Background: an optimization exercise with open tools, aiming at small area. Do not read the settings as production practice. Only simulation tests tie the RTL to the original design; equivalence was not proved. Power is estimated from default activity; no workload was simulated.

main:
==> flow/design.v <==
package alu_pkg;
    localparam int ALU_DATA_W = 32;
    localparam int ALU_REG_AW = 5;
    typedef enum logic [3:0] {
        OP_ADD   = 4'd0,
        OP_SUB   = 4'd1,
        OP_AND   = 4'd2,
        OP_OR    = 4'd3,
        OP_SLL   = 4'd4,
        OP_SRL   = 4'd5,
        OP_XNOR  = 4'd6,
        OP_EQ    = 4'd7,
        OP_LT    = 4'd8,
        OP_GT    = 4'd9,
        OP_XOR   = 4'd10,
        OP_SLLEQ = 4'd11,
        OP_BEQ8  = 4'd12,
        OP_RSB   = 4'd13,
        OP_NOT   = 4'd14
    } alu_op_e;
endpackage
module rf_ao22 (
    input  logic a1, a2, b1, b2,
    output logic y
);
    assign y = (a1 & a2) | (b1 & b2);
endmodule
module rf_aoi222 (
    input  logic a1, a2, b1, b2, c1, c2,
    output logic y
);
    assign y = ~((a1 & a2) | (b1 & b2) | (c1 & c2));
endmodule
module rf_aoi22 (
    input  logic a1, a2, b1, b2,
    output logic y
);
    assign y = ~((a1 & a2) | (b1 & b2));
endmodule
module rf_nand2 (
    input  logic a, b,
    output logic y
);
    assign y = ~(a & b);
endmodule
module rf_nand #(
    parameter int N = 4
) (
    input  logic [N-1:0] a,
    output logic         y
);
    assign y = ~&a;
endmodule
module rf_or #(
    parameter int N = 3
) (
    input  logic [N-1:0] a,
    output logic         y
);
    assign y = |a;
endmodule
module rf_sel_or #(
    parameter int NP = 33
) (
    input  logic [NP-1:0] s,
    input  logic [NP-1:0] d,
    output logic          y
);
    localparam int NG = (NP + 2) / 3;      
    localparam int NN = (NG + 3) / 4;      
    logic [NG-1:0] g;
    logic [NN-1:0] n;
    for (genvar k = 0; k < NG; k++) begin : g_l1
        if (3 * k + 2 < NP) begin : g_3
            rf_aoi222 u (.a1(s[3*k]), .a2(d[3*k]), .b1(s[3*k+1]), .b2(d[3*k+1]),
                         .c1(s[3*k+2]), .c2(d[3*k+2]), .y(g[k]));
        end else if (3 * k + 1 < NP) begin : g_2
            rf_aoi22 u (.a1(s[3*k]), .a2(d[3*k]), .b1(s[3*k+1]), .b2(d[3*k+1]), .y(g[k]));
        end else begin : g_1
            rf_nand2 u (.a(s[3*k]), .b(d[3*k]), .y(g[k]));
        end
    end
    for (genvar j = 0; j < NN; j++) begin : g_l2
        localparam int LO = 4 * j;
        localparam int HI = (4 * j + 3 < NG) ? 4 * j + 3 : NG - 1;
        rf_nand #(.N(HI - LO + 1)) u (.a(g[HI:LO]), .y(n[j]));
    end
    rf_or #(.N(NN)) u_or (.a(n), .y(y));
endmodule
module rf_and3 (
    input  logic a, b, c,
    output logic y
);
    assign y = a & b & c;
endmodule
module rf_or2 (
    input  logic a, b,
    output logic y
);
    assign y = a | b;
endmodule
module rf_inv (
    input  logic a,
    output logic y
);
    assign y = ~a;
endmodule
module alu_operand_issue #(
    parameter int DATA_W = alu_pkg::ALU_DATA_W,
    parameter int REG_AW = alu_pkg::ALU_REG_AW
) (
    input  logic              clk,
    input  logic              rst_n,
    input  logic              in_valid,
    output logic              in_ready,
    input  logic [3:0]        in_op,
    input  logic [REG_AW-1:0] in_rs1,
    input  logic [REG_AW-1:0] in_rs2,
    input  logic [REG_AW-1:0] in_rd,
    input  logic              in_use_imm,
    input  logic [DATA_W-1:0] in_imm,
    input  logic [4:0]        in_shift,
    output logic              out_valid,
    input  logic              out_ready,
    output logic [DATA_W-1:0] out_a,
    output logic [DATA_W-1:0] out_b,
    output logic [3:0]        out_op,
    output logic [4:0]        out_shift,
    output logic [REG_AW-1:0] out_rd,
    input  logic              wb_en,
    input  logic [REG_AW-1:0] wb_addr,
    input  logic [DATA_W-1:0] wb_data
);
    localparam int NREG = 1 << REG_AW;
    localparam int NR   = NREG - 1;        
    logic [DATA_W-1:0] mem [1:NREG-1];
    logic [DATA_W-1:0] mem_d [1:NREG-1];
    logic [NREG-1:1]   vld;
    logic [NREG-1:1]   pend;
    logic [NREG-1:1]   wsel, wsel_n;
    logic [NREG-1:1]   sel_a, sel_b;
    logic [3:0]        lo1, lo2, lod, low;
    logic [7:0]        hi1, hi2, hid, hiw;
    logic [7:0]        pm1, pm2, pmd;
    logic              hit1, hit2;
    logic              busy_rs1, busy_rs2, pend_rd;
    logic              hazard, load, hold, issue, ga, gb;
    logic              fwd_a, fwd_b, imm_b;
    logic [DATA_W-1:0] a_d, b_d;
    always_comb begin
        for (int k = 0; k < 4; k++) begin
            lo1[k] = (in_rs1[1:0] == 2'(k));
            lo2[k] = (in_rs2[1:0] == 2'(k));
            lod[k] = (in_rd[1:0] == 2'(k));
            low[k] = (wb_addr[1:0] == 2'(k)) && wb_en;
        end
        for (int m = 0; m < 8; m++) begin
            hi1[m] = (in_rs1[4:2] == 3'(m));
            hi2[m] = (in_rs2[4:2] == 3'(m));
            hid[m] = (in_rd[4:2] == 3'(m));
            hiw[m] = (wb_addr[4:2] == 3'(m));
        end
    end
    always_comb begin
        for (int m = 0; m < 8; m++) begin
            pm1[m] = 1'b0;
            pm2[m] = 1'b0;
            pmd[m] = 1'b0;
            for (int k = 0; k < 4; k++) begin
                if (4 * m + k != 0) begin
                    pm1[m] = pm1[m] | (lo1[k] & pend[4*m+k]);
                    pm2[m] = pm2[m] | (lo2[k] & pend[4*m+k]);
                    pmd[m] = pmd[m] | (lod[k] & pend[4*m+k]);
                end
            end
        end
    end
    always_comb begin
        hit1     = wb_en && (wb_addr == in_rs1) && (in_rs1 != '0);
        hit2     = wb_en && (wb_addr == in_rs2) && (in_rs2 != '0);
        busy_rs1 = |(hi1 & pm1) && !hit1;
        busy_rs2 = |(hi2 & pm2) && !hit2;
        pend_rd  = |(hid & pmd);
        load     = !out_valid || out_ready;
        hold     = !load;
        hazard   = busy_rs1 || (!in_use_imm && busy_rs2) || pend_rd;
        in_ready = rst_n && load && !hazard;
        issue    = in_valid && in_ready;
    end
    logic [3:0]      lo1g, lo2g, lodi;
    logic [NREG-1:1] vld_d, pend_d;
    always_comb begin
        ga    = load && !hit1;
        gb    = load && !hit2 && !in_use_imm;
        lo1g  = lo1 & {4{ga}};
        lo2g  = lo2 & {4{gb}};
        lodi  = lod & {4{issue}};
        fwd_a = load && hit1;
        fwd_b = load && hit2 && !in_use_imm;
        imm_b = load && in_use_imm;
    end
    for (genvar i = 1; i < NREG; i++) begin : g_rowl
        rf_nand2 u_wn (.a(low[i%4]), .b(hiw[i/4]), .y(wsel_n[i]));
        rf_inv   u_w  (.a(wsel_n[i]), .y(wsel[i]));
        rf_and3  u_sa (.a(lo1g[i%4]), .b(hi1[i/4]), .c(vld[i]), .y(sel_a[i]));
        rf_and3  u_sb (.a(lo2g[i%4]), .b(hi2[i/4]), .c(vld[i]), .y(sel_b[i]));
        rf_or2   u_v  (.a(vld[i]), .b(wsel[i]), .y(vld_d[i]));
        rf_ao22  u_p  (.a1(pend[i]), .a2(wsel_n[i]), .b1(lodi[i%4]), .b2(hid[i/4]),
                       .y(pend_d[i]));
    end
    for (genvar b = 0; b < DATA_W; b++) begin : g_bit
        logic [NR-1:0] col;
        for (genvar i = 1; i < NREG; i++) begin : g_col
            assign col[i-1] = mem[i][b];
            rf_ao22 u_w (.a1(mem[i][b]), .a2(wsel_n[i]), .b1(wsel[i]), .b2(wb_data[b]),
                         .y(mem_d[i][b]));
        end
        rf_sel_or #(.NP(NR + 2)) u_ra (
            .s ({hold, fwd_a, sel_a}),
            .d ({out_a[b], wb_data[b], col}),
            .y (a_d[b])
        );
        rf_sel_or #(.NP(NR + 3)) u_rb (
            .s ({hold, imm_b, fwd_b, sel_b}),
            .d ({out_b[b], in_imm[b], wb_data[b], col}),
            .y (b_d[b])
        );
    end
    for (genvar i = 1; i < NREG; i++) begin : g_row
        always_ff @(posedge clk) mem[i] <= mem_d[i];
    end
    always_ff @(posedge clk or negedge rst_n) begin
        if (!rst_n) vld <= '0;
        else        vld <= vld_d;
    end
    always_ff @(posedge clk or negedge rst_n) begin
        if (!rst_n) pend <= '0;
        else        pend <= pend_d;
    end
    always_ff @(posedge clk or negedge rst_n) begin
        if (!rst_n)    out_valid <= 1'b0;
        else if (load) out_valid <= issue;
    end
    always_ff @(posedge clk) begin
        out_a <= a_d;
        out_b <= b_d;
        if (load) begin
            out_op    <= in_op;
            out_shift <= in_shift;
            out_rd    <= in_rd;
        end
    end
endmodule
==> flow/config.mk <==
export PLATFORM = sky130hd
export DESIGN_NAME = alu_operand_issue
export DESIGN_NICKNAME = alu_operand_issue
export VERILOG_FILES = /design/flow/design.v
export SDC_FILE = /design/flow/constraint.sdc
export NUM_CORES = 4
export LEC_CHECK = 0
export CAP_MARGIN = 20
export CORE_MARGIN = 2
export CORE_UTILIZATION = 60
export CTS_BUF_LIST = sky130_fd_sc_hd__clkbuf_8
export CTS_CLUSTER_DIAMETER = 60
export CTS_CLUSTER_SIZE = 12
export SLEW_MARGIN = 20
export SYNTH_HIERARCHICAL = 1
export SYNTH_MINIMUM_KEEP_SIZE = 0
==> flow/constraint.sdc <==
create_clock -name core_clock -period 5.5 [get_ports {clk}]
set_input_delay 1.1000 -clock core_clock [delete_from_list [all_inputs] [get_ports {clk}]]
set_output_delay 1.1000 -clock core_clock [all_outputs]
set_load 0.01 [all_outputs]
standard.sh (not shown) runs the stock make flow with config.mk's settings and CLKGATE_MAP_FILE= SYNTH_SCRIPT=/design/flow/synth_recipe.tcl, a recipe that flattens the netlist after the stock synthesis.
==> flow/flow/run.sh <==
#!/bin/bash
# Own layout flow: the standard flow (standard synthesis unchanged), with
# the port buffers made from sky130_fd_sc_hd__buf_1 instead of the delay cell
# buffer_ports picks by default. Every input and output port is still buffered.
set -euo pipefail
bash standard.sh \
    "BUFFER_PORTS_ARGS=-buffer_cell sky130_fd_sc_hd__buf_1" \
    finish > standard_flow.log 2>&1
Both conditions hold for main: the flow ran to the end and the final layout passed the timing, design-rule and antenna checks.
Inputs modified between main and the feature branch:
==> flow/run.sh (new file) <==
#!/bin/bash
# synth_recipe.tcl (not shown) runs the flow's synth.tcl, then flattens the netlist and writes it again
# the make line also repeats each setting of config.mk as NAME=value (left out here)
make -C /OpenROAD-flow-scripts/flow DESIGN_CONFIG=/design/flow/config.mk WORK_HOME=/design/flow/orfs CLKGATE_MAP_FILE= SYNTH_SCRIPT=/design/flow/synth_recipe.tcl finish
removed: flow/flow/run.sh
removed: flow/standard.sh
==> summary.txt <==
Taking main as the reference, in the feature branch post-layout total power comparable, met1 demand-to-capacity share in global routing +0.48 points.
Setup slack of the worst register-to-register path came out lower on the feature branch than on main.
[diff] global-route wire length before repair, the feature branch relative to main: improvement
On first-pass iteration count of the detailed router, the feature branch and main are neck and neck.
The standard cells in the feature branch occupy more silicon area than those in main do.
From main to the feature branch, net count of the mapped netlist did not move at all.
Power per cell area, the feature branch vs main: down by a few percent

==> port drivers added, routing unchanged <==
Ports are ideal in the flow. The routed layouts listed here were re-timed in OpenROAD. Step 1 sets driving cells, clkbuf_16 on the clock port and buf_2 on the other inputs (assumed; they add their load-dependent delay and slew). Step 2 times the ports against the registers' clock, not the clock port: input delays grow and output delays shrink by t, the midpoint of the rising clock arrivals with the driver on. a / b / c = ideal ports / drivers / drivers and shift; a / b = the first two.
| run | shift t [ns] | setup WS [ns] | pins driven straight from the clock port |
|---|---|---|---|
| main | 0.857 | 1.018 / 0.982 / 0.350 | 1 |
| the feature branch | 0.848 | 0.334 / 0.300 / -0.097 | 1 |
Met with ideal ports but missed after step 2: setup timing in the feature branch. The setup slack of main, which loses most, moves by -0.036 ns with the drivers and by -0.668 ns with both steps.
